From an optimization exercise on the open Yosys and OpenROAD flow, aimed at a short achievable clock period and few clock cycles; shortcuts taken in it are not production practice.
Only simulation tests tie the RTL to the original design; equivalence was not proved.

<file path="design/flow/constraint.sdc">
create_clock -name core_clock -period 9.0 [get_ports {ap_clk}]
set_input_delay 1.8000 -clock core_clock [delete_from_list [all_inputs] [get_ports {ap_clk}]]
set_output_delay 1.8000 -clock core_clock [all_outputs]
set_load 0.01 [all_outputs]
</file>
<file path="design/flow/config.mk">
export PLATFORM = sky130hd
export DESIGN_NAME = krnl_acc
export DESIGN_NICKNAME = krnl_acc
export VERILOG_FILES = /design/flow/design.v
export SDC_FILE = /design/flow/constraint.sdc
export NUM_CORES = 4
export LEC_CHECK = 0
export CAP_MARGIN = 20
export CORE_MARGIN = 2
export CORE_UTILIZATION = 40
export SLEW_MARGIN = 20
</file>
<file path="design/flow/design.v">
`default_nettype none
package acc_pkg;
  localparam int LANES  = 4;
  localparam int LANE_W = 16;
  localparam int ACC_W  = 32;
  localparam int DATA_W = LANES * LANE_W;
  typedef struct packed {
    logic [LANES-1:0][LANE_W-1:0] lane;
  } lane_vec_t;
  typedef struct packed {
    lane_vec_t ifm;
    lane_vec_t wgt;
  } op_pair_t;
  typedef struct packed {
    logic [LANES-1:0][ACC_W-1:0] acc;
  } acc_vec_t;
  typedef struct packed {
    logic [15:0] ci;
    logic [15:0] co;
  } job_cfg_t;
  typedef enum logic {
    C_IDLE,
    C_RUN
  } ctrl_state_e;
  typedef enum logic {
    F_IDLE,
    F_FETCH
  } fetch_state_e;
  typedef enum logic {
    M_ACCUM,
    M_EMIT
  } mac_state_e;
endpackage
`default_nettype wire
`default_nettype none
`timescale 1ns/1ns
module acc_ctrl (
  input  logic              ap_clk,
  input  logic              ap_rst_n,
  input  logic              ap_start,
  input  acc_pkg::job_cfg_t cfg,
  input  logic              job_end,
  output acc_pkg::job_cfg_t job_cfg,
  output logic              run,
  output logic              ap_idle,
  output logic              ap_done
);
  acc_pkg::ctrl_state_e state;
  acc_pkg::job_cfg_t    cfg_q;
  logic                 done_q;
  logic start_acc;
  assign start_acc = ap_start && (state == acc_pkg::C_IDLE);
  always_ff @(posedge ap_clk) begin
    if (!ap_rst_n) begin
      state  <= acc_pkg::C_IDLE;
      done_q <= 1'b0;
    end else begin
      done_q <= 1'b0;
      case (state)
        acc_pkg::C_IDLE: begin
          if (start_acc) begin
            state <= acc_pkg::C_RUN;
          end
        end
        acc_pkg::C_RUN: begin
          if (job_end) begin
            state  <= acc_pkg::C_IDLE;
            done_q <= 1'b1;
          end
        end
        default: state <= acc_pkg::C_IDLE;
      endcase
    end
  end
  always_ff @(posedge ap_clk) begin
    if (start_acc) begin
      cfg_q <= cfg;
    end
  end
  assign job_cfg = cfg_q;
  assign run     = (state == acc_pkg::C_RUN);
  assign ap_idle = (state == acc_pkg::C_IDLE);
  assign ap_done = done_q;
endmodule
`default_nettype wire
`default_nettype none
`timescale 1ns/1ns
module operand_fetch #(
  parameter int FIFO_DEPTH = 4
) (
  input  logic               ap_clk,
  input  logic               ap_rst_n,
  input  logic               run,
  input  acc_pkg::job_cfg_t  job_cfg,
  input  logic               ifm_valid,
  output logic               ifm_ready,
  input  acc_pkg::lane_vec_t ifm_data,
  input  logic               wgt_valid,
  output logic               wgt_ready,
  input  acc_pkg::lane_vec_t wgt_data,
  input  logic               credit,
  output logic               push,
  output acc_pkg::op_pair_t  push_pair
);
  localparam int CRD_W = $clog2(FIFO_DEPTH + 1);
  localparam int DW    = acc_pkg::DATA_W;
  acc_pkg::fetch_state_e state;
  logic [CRD_W-1:0]      credits;
  logic [31:0]           pairs_left;
  logic                  run_q;
  logic                  take;
  logic [DW-1:0]         ifm_swap;
  logic [DW-1:0]         wgt_swap;
  always_comb begin
    for (int b = 0; b < DW / 8; b++) begin
      ifm_swap[b*8 +: 8] = ifm_data[(DW/8 - 1 - b)*8 +: 8];
      wgt_swap[b*8 +: 8] = wgt_data[(DW/8 - 1 - b)*8 +: 8];
    end
  end
  assign take = (state == acc_pkg::F_FETCH) && (credits != '0) && ifm_valid && wgt_valid;
  assign ifm_ready = take;
  assign wgt_ready = take;
  assign push          = take;
  assign push_pair.ifm = ifm_swap;
  assign push_pair.wgt = wgt_swap;
  always_ff @(posedge ap_clk) begin
    if (!ap_rst_n) begin
      state      <= acc_pkg::F_IDLE;
      pairs_left <= '0;
      run_q      <= 1'b0;
    end else begin
      run_q <= run;
      case (state)
        acc_pkg::F_IDLE: begin
          if (run && !run_q) begin
            pairs_left <= job_cfg.ci * job_cfg.co;
            state      <= acc_pkg::F_FETCH;
          end
        end
        acc_pkg::F_FETCH: begin
          if (take) begin
            pairs_left <= pairs_left - 32'd1;
            if (pairs_left == 32'd1) begin
              state <= acc_pkg::F_IDLE;
            end
          end
        end
        default: state <= acc_pkg::F_IDLE;
      endcase
    end
  end
  always_ff @(posedge ap_clk) begin
    if (!ap_rst_n) begin
      credits <= CRD_W'(FIFO_DEPTH);
    end else if (take && !credit) begin
      credits <= credits - 1'b1;
    end else if (!take && credit) begin
      credits <= credits + 1'b1;
    end
  end
endmodule
`default_nettype wire
`default_nettype none
`timescale 1ns/1ns
module operand_fifo #(
  parameter int FIFO_DEPTH = 4
) (
  input  logic              ap_clk,
  input  logic              ap_rst_n,
  input  logic              push,
  input  acc_pkg::op_pair_t push_pair,
  output logic              pop_valid,
  output acc_pkg::op_pair_t pop_pair,
  input  logic              pop,
  output logic              credit
);
  localparam int PTR_W = $clog2(FIFO_DEPTH);
  localparam int CNT_W = $clog2(FIFO_DEPTH + 1);
  logic [2*acc_pkg::DATA_W-1:0] mem [0:FIFO_DEPTH-1];
  logic [PTR_W-1:0]  wr_ptr;
  logic [PTR_W-1:0]  rd_ptr;
  logic [CNT_W-1:0]  count;
  logic              do_pop;
  logic              credit_q;
  assign do_pop = pop && pop_valid;
  always_ff @(posedge ap_clk) begin
    if (push) begin
      mem[wr_ptr] <= push_pair;
    end
  end
  always_ff @(posedge ap_clk) begin
    if (!ap_rst_n) begin
      wr_ptr   <= '0;
      rd_ptr   <= '0;
      count    <= '0;
      credit_q <= 1'b0;
    end else begin
      credit_q <= do_pop;
      if (push) begin
        wr_ptr <= (wr_ptr == PTR_W'(FIFO_DEPTH - 1)) ? '0 : wr_ptr + 1'b1;
      end
      if (do_pop) begin
        rd_ptr <= (rd_ptr == PTR_W'(FIFO_DEPTH - 1)) ? '0 : rd_ptr + 1'b1;
      end
      if (push && !do_pop) begin
        count <= count + 1'b1;
      end else if (!push && do_pop) begin
        count <= count - 1'b1;
      end
    end
  end
  assign pop_valid = (count != '0);
  assign pop_pair  = mem[rd_ptr];
  assign credit    = credit_q;
endmodule
`default_nettype wire
`default_nettype none
`timescale 1ns/1ns
module mac_engine (
  input  logic              ap_clk,
  input  logic              ap_rst_n,
  input  logic              run,
  input  acc_pkg::job_cfg_t job_cfg,
  input  logic              pop_valid,
  input  acc_pkg::op_pair_t pop_pair,
  output logic              pop,
  output logic              ofm_valid,
  input  logic              ofm_ready,
  output acc_pkg::acc_vec_t ofm_data,
  output logic              job_end
);
  acc_pkg::mac_state_e                          state;
  logic [acc_pkg::LANES-1:0][acc_pkg::ACC_W-1:0] acc;
  logic [acc_pkg::LANES-1:0][acc_pkg::ACC_W-1:0] acc_sum;
  logic [acc_pkg::LANES-1:0][acc_pkg::ACC_W-1:0] acc_swap;
  logic [15:0]                                  pair_cnt;
  logic [15:0]                                  word_cnt;
  logic                                         last_pair;
  logic                                         last_word;
  logic                                         emit_fire;
  assign pop       = (state == acc_pkg::M_ACCUM) && run && pop_valid;
  assign last_pair = (pair_cnt == job_cfg.ci - 16'd1);
  assign last_word = (word_cnt == job_cfg.co - 16'd1);
  assign emit_fire = (state == acc_pkg::M_EMIT) && ofm_ready;
  always_comb begin
    for (int l = 0; l < acc_pkg::LANES; l++) begin
      acc_sum[l] = acc[l] + acc_pkg::ACC_W'(pop_pair.ifm.lane[l]) *
                            acc_pkg::ACC_W'(pop_pair.wgt.lane[l]);
    end
  end
  always_comb begin
    for (int l = 0; l < acc_pkg::LANES; l++) begin
      for (int b = 0; b < acc_pkg::ACC_W / 8; b++) begin
        acc_swap[l][b*8 +: 8] = acc[l][(acc_pkg::ACC_W/8 - 1 - b)*8 +: 8];
      end
    end
  end
  always_ff @(posedge ap_clk) begin
    if (!ap_rst_n) begin
      state    <= acc_pkg::M_ACCUM;
      acc      <= '0;
      pair_cnt <= '0;
      word_cnt <= '0;
    end else begin
      case (state)
        acc_pkg::M_ACCUM: begin
          if (pop) begin
            acc <= acc_sum;
            if (last_pair) begin
              pair_cnt <= '0;
              state    <= acc_pkg::M_EMIT;
            end else begin
              pair_cnt <= pair_cnt + 16'd1;
            end
          end
        end
        acc_pkg::M_EMIT: begin
          if (emit_fire) begin
            acc      <= '0;
            state    <= acc_pkg::M_ACCUM;
            word_cnt <= last_word ? '0 : word_cnt + 16'd1;
          end
        end
        default: state <= acc_pkg::M_ACCUM;
      endcase
    end
  end
  assign ofm_valid    = (state == acc_pkg::M_EMIT);
  assign ofm_data.acc = acc_swap;
  assign job_end = emit_fire && last_word;
endmodule
`default_nettype wire
`default_nettype none
`timescale 1ns/1ns
module krnl_acc #(
  parameter int FIFO_DEPTH = 4
) (
  input  logic               ap_clk,
  input  logic               ap_rst_n,
  input  logic               ap_start,
  input  logic [31:0]        cfg,
  output logic               ap_idle,
  output logic               ap_done,
  input  logic               ifm_valid,
  output logic               ifm_ready,
  input  logic [63:0]        ifm_data,
  input  logic               wgt_valid,
  output logic               wgt_ready,
  input  logic [63:0]        wgt_data,
  output logic               ofm_valid,
  input  logic               ofm_ready,
  output logic [127:0]       ofm_data
);
  acc_pkg::job_cfg_t  cfg_s;
  acc_pkg::lane_vec_t ifm_data_s;
  acc_pkg::lane_vec_t wgt_data_s;
  acc_pkg::acc_vec_t  ofm_data_s;
  assign cfg_s      = cfg;
  assign ifm_data_s = ifm_data;
  assign wgt_data_s = wgt_data;
  assign ofm_data   = ofm_data_s;
  acc_pkg::job_cfg_t job_cfg;
  logic              run;
  logic              job_end;
  logic              push;
  acc_pkg::op_pair_t push_pair;
  logic              credit;
  logic              pop_valid;
  acc_pkg::op_pair_t pop_pair;
  logic              pop;
  acc_ctrl i_acc_ctrl (
    .ap_clk   (ap_clk),
    .ap_rst_n (ap_rst_n),
    .ap_start (ap_start),
    .cfg      (cfg_s),
    .job_end  (job_end),
    .job_cfg  (job_cfg),
    .run      (run),
    .ap_idle  (ap_idle),
    .ap_done  (ap_done)
  );
  operand_fetch #(
    .FIFO_DEPTH (FIFO_DEPTH)
  ) i_operand_fetch (
    .ap_clk    (ap_clk),
    .ap_rst_n  (ap_rst_n),
    .run       (run),
    .job_cfg   (job_cfg),
    .ifm_valid (ifm_valid),
    .ifm_ready (ifm_ready),
    .ifm_data  (ifm_data_s),
    .wgt_valid (wgt_valid),
    .wgt_ready (wgt_ready),
    .wgt_data  (wgt_data_s),
    .credit    (credit),
    .push      (push),
    .push_pair (push_pair)
  );
  operand_fifo #(
    .FIFO_DEPTH (FIFO_DEPTH)
  ) i_operand_fifo (
    .ap_clk    (ap_clk),
    .ap_rst_n  (ap_rst_n),
    .push      (push),
    .push_pair (push_pair),
    .pop_valid (pop_valid),
    .pop_pair  (pop_pair),
    .pop       (pop),
    .credit    (credit)
  );
  mac_engine i_mac_engine (
    .ap_clk    (ap_clk),
    .ap_rst_n  (ap_rst_n),
    .run       (run),
    .job_cfg   (job_cfg),
    .pop_valid (pop_valid),
    .pop_pair  (pop_pair),
    .pop       (pop),
    .ofm_valid (ofm_valid),
    .ofm_ready (ofm_ready),
    .ofm_data  (ofm_data_s),
    .job_end   (job_end)
  );
endmodule
`default_nettype wire
</file>
<file path="design/flow/run.sh">
#!/bin/bash
# synth_recipe.tcl (not shown) runs the flow's synth.tcl, then flattens the netlist and writes it again
# the make line also repeats each setting of config.mk as NAME=value (left out here)
make -C /OpenROAD-flow-scripts/flow DESIGN_CONFIG=/design/flow/config.mk WORK_HOME=/design/flow/orfs CLKGATE_MAP_FILE= SYNTH_SCRIPT=/design/flow/synth_recipe.tcl finish
</file>
==> summary.txt <==
-- metrics by stage --
stage | setup WS [ns] | hold slack (ns) | utilization, % | cells
floorplan | 1.66 | 0.450 | - | 7504
detailed placement | 0.821 | 0.465 | 43.3 | 10100
CTS | 0.776 | 0.473 | 44.9 | 10200
global placement | 0.815 | 0.466 | 43.3 | 10100
global route | 0.298 | 0.506 | 45.0 | 10200
finish | 0.764 | 0.473 | 45.0 | 10200
-- cell type report --
type / instances / area, µm² / area share, %
antenna: 14 / 35.0 / 0.0420
clock buffer: 122 / 2480 / 2.98
clock inverter: 43 / 493 / 0.591
inverter: 1672 / 6280 / 7.53
multi-input combinational: 4791 / 46800 / 56.2
sequential: 754 / 20500 / 24.6
tap: 2480 / 3100 / 3.72
timing repair buffer: 370 / 3610 / 4.32
-- worst min-delay path by stage --
stage,end,slack [ns]
after floorplan,i_operand_fetch.pairs_left[13],0.45
after global placement,i_operand_fetch.pairs_left[13],0.47
after detailed placement,i_operand_fetch.pairs_left[13],0.47
after CTS,i_operand_fetch.pairs_left[13],0.47
after global routing,i_operand_fetch.pairs_left[13],0.51
final,i_operand_fetch.pairs_left[13],0.47
-- synthesized netlist by cell type, types with 123 or more instances --
master | count | area [µm²]
a21oi_1 | 204 | 1020
and2_1 | 258 | 1610
clkbuf_1 | 237 | 890
dfxtp_1 | 210 | 4200
edfxtp_1 | 544 | 16300
fa_1 | 1096 | 21900
ha_1 | 513 | 6420
inv_1 | 1670 | 6270
nand2_1 | 978 | 3670
nor2_1 | 450 | 1690
o21ai_0 | 190 | 951
xnor2_1 | 123 | 1080
-- layer usage --
layer  GRT usage, %  wire length [µm]  part of all wire, %  vias up
met5              0                35                0.017        -
met1           28.2             84900                   42    26800
li1               -                 -                    -    23800
met4           6.80              6100                  3.0        6
met3           3.07             10400                  5.1      308
met2           37.5            102000                   50     1403
-- state kept, by name (all words and copies together) (netlist names), named ones only --
register and cells:
i_acc_ctrl.state 1, i_mac_engine.word_cnt 16, i_operand_fifo.credit_q 1, i_mac_engine.state 1, i_operand_fetch.state 1, i_operand_fifo.rd_ptr 2
i_operand_fifo.wr_ptr 2, i_operand_fifo.mem 512, i_mac_engine.pair_cnt 16, i_operand_fetch.run_q 1, i_acc_ctrl.done_q 1, i_operand_fifo.count 3
i_operand_fetch.pairs_left 32, i_acc_ctrl.cfg_q 32, i_operand_fetch.credits 3, i_mac_engine.acc 128
-- worst max-delay path: stages (launching register included) --
cell      delay, ns
dfxtp_4        0.50
buf_4          0.53
mux2_2         0.42
o21ai_0        0.74
nor2_1         0.17
fa_1           0.58
inv_1          0.06
fa_1           0.48
fa_1           0.52
inv_1          0.06
fa_1           0.52
fa_1           0.51
inv_1          0.05
fa_1           0.47
inv_1          0.04
ha_1           0.39
nand4_1        0.15
a211oi_1       0.26
a21oi_1        0.22
o21a_1         0.28
o21ai_0        0.45
a31oi_1        0.22
a21oi_1        0.20
xnor2_1        0.14
o21ai_0        0.10
-- kinds of logic after synthesis --
family | synth area share [%]
AND/OR/NAND/NOR | 11.9
multiplexers | 3.89
flip-flops | 27.5
XOR/XNOR | 2.41
AO/OA/AOI/OAI | 6.44
buffers and inverters | 9.90
adder cells (fa/ha/maj) | 38.0
==> impl_metrics.json <==
{
  "synthesis.nets": 9279,
  "cts.sinks": 754,
  "fmax_mhz": 121,
  "worstSetupEndpoint": "i_mac_engine.acc[30]",
  "dr.pass1.iters": 8,
  "gp_congestion": 0.888,
  "finClkSkew_ns": 0.0389,
  "core_mm2": 0.185,
  "timing.slew.headroom_pct": 26.4,
  "async_flop_share_pct": 0,
  "cts_resized": 0,
  "rows": 158,
  "slew_viol_final": 0,
  "rsz0062_at_grt": "no",
  "antenna_found_initial": 41,
  "drt_wl_total_um": 203000,
  "grt_pass1_vias": 55300,
  "initialDrtViolationCount": 3456,
  "n_fill_cell": 17900,
  "hpwlAfterDp_um": 157000,
  "cts_tree": "done",
  "hold_buffers": 0,
  "synth_edf_count": 544,
  "pin_count": 299,
  "grt_overflow_total": 0,
  "hp-class": "reg2reg",
  "viasPerCell": 5.10,
  "place_area_mm2": 0.0804,
  "numPortBuffers": 298,
  "cts_root_buf": "clkbuf_16",
  "cap_violations": 0,
  "die_x_um": 436,
  "arrival_ns": 8.81,
  "max_slew.worst_pin.slew_ns": 1.10,
  "endpoint_kind": "flip-flop",
  "hold_path_depth": 2,
  "cts_made_buffers": 89,
  "finalSetupViolCount": 0,
  "nets": 9453,
  "final_cell_mix": "inv_1 (1,668), fa_1 (1,096), nand2_1 (976), edfxtp_1 (544), ha_1 (513)",
  "start_util_pct": 40.3,
  "clkLatencyLatePin_ns": 0.74,
  "r2r-end": "i_mac_engine.acc[30]",
  "clkTransAtPathRegs_ns": 0.06,
  "syn_area_mm2": 0.0747,
  "synth.avg_cell_area_um2": 9.96,
  "hold_viol_final": 0,
  "mostFrequentLayoutCell": "inv_1",
  "grt_use_total_pct": 21.7,
  "cts_setup_buffers": 0,
  "status": "complete, no violations",
  "ant_nets": 0,
  "num_vias": 52300,
  "min_period_ns": 8.24,
  "cts_max_level": 3,
  "yosysSeqAreaShare_pct": 27.5,
  "drc": 0,
  "reg2reg_slack_ns": 0.76,
  "ys_types": 90,
  "grt_max_degree": 129,
  "layout-drive-gt1-share_pct": 5.04,
  "required_ns": 9.57,
  "grt_pass1_wl_um": 320000,
  "start_kind": "flip-flop",
  "worstHoldStart": "i_operand_fetch.pairs_left[13]",
  "yosysWarnings": 4,
  "wire_per_inst_um": 19.8,
  "synthCells": 7504,
  "die_y_um": 436,
  "synth_seq_cells": 754,
  "critical_path_peak_fanout": 31,
  "setup_tns_ns": 0,
  "die_area_mm2": 0.190,
  "yosys_most_used_dff": "edfxtp_1",
  "path_class": "reg2reg",
  "cts_max_path_buffers": 3,
  "finalCritPeriodShare_pct": 91.5,
  "fin_area_mm2": 0.0834,
  "area_delta_synth_final_pct": 11.6,
  "r2r_cells": 24
}
Testbench counts, summed over its fixed seeds: cycles 11,695.

==> separate check: timing with driven ports <==
The flow's constraints put no driver on any port. The routed layout listed below was extracted and timed again, unchanged, in two steps.
Step 1 assumes that a clkbuf_16 drives the clock port and a buf_2 every other input.
Step 2, shift: input delay + t, output delay - t, t = (earliest + latest rising clock arrival at the registers) / 2. This alone moves slack from input paths to output paths.
a / b / c = no drivers / after step 1 / after step 2; a / b = the first two.
shift t [ns]: 0.815
slack for setup (ns): 0.764 / 0.764 / 0.764
hold slack, ns: 0.473 / 0.473 / 0.473
slew at the worst register clock pin (ns): 0.07 / 0.07
After both steps this run still meets setup and hold. For this run, drivers alone change the setup slack by 0.000 ns; drivers and shift together by 0.000 ns.
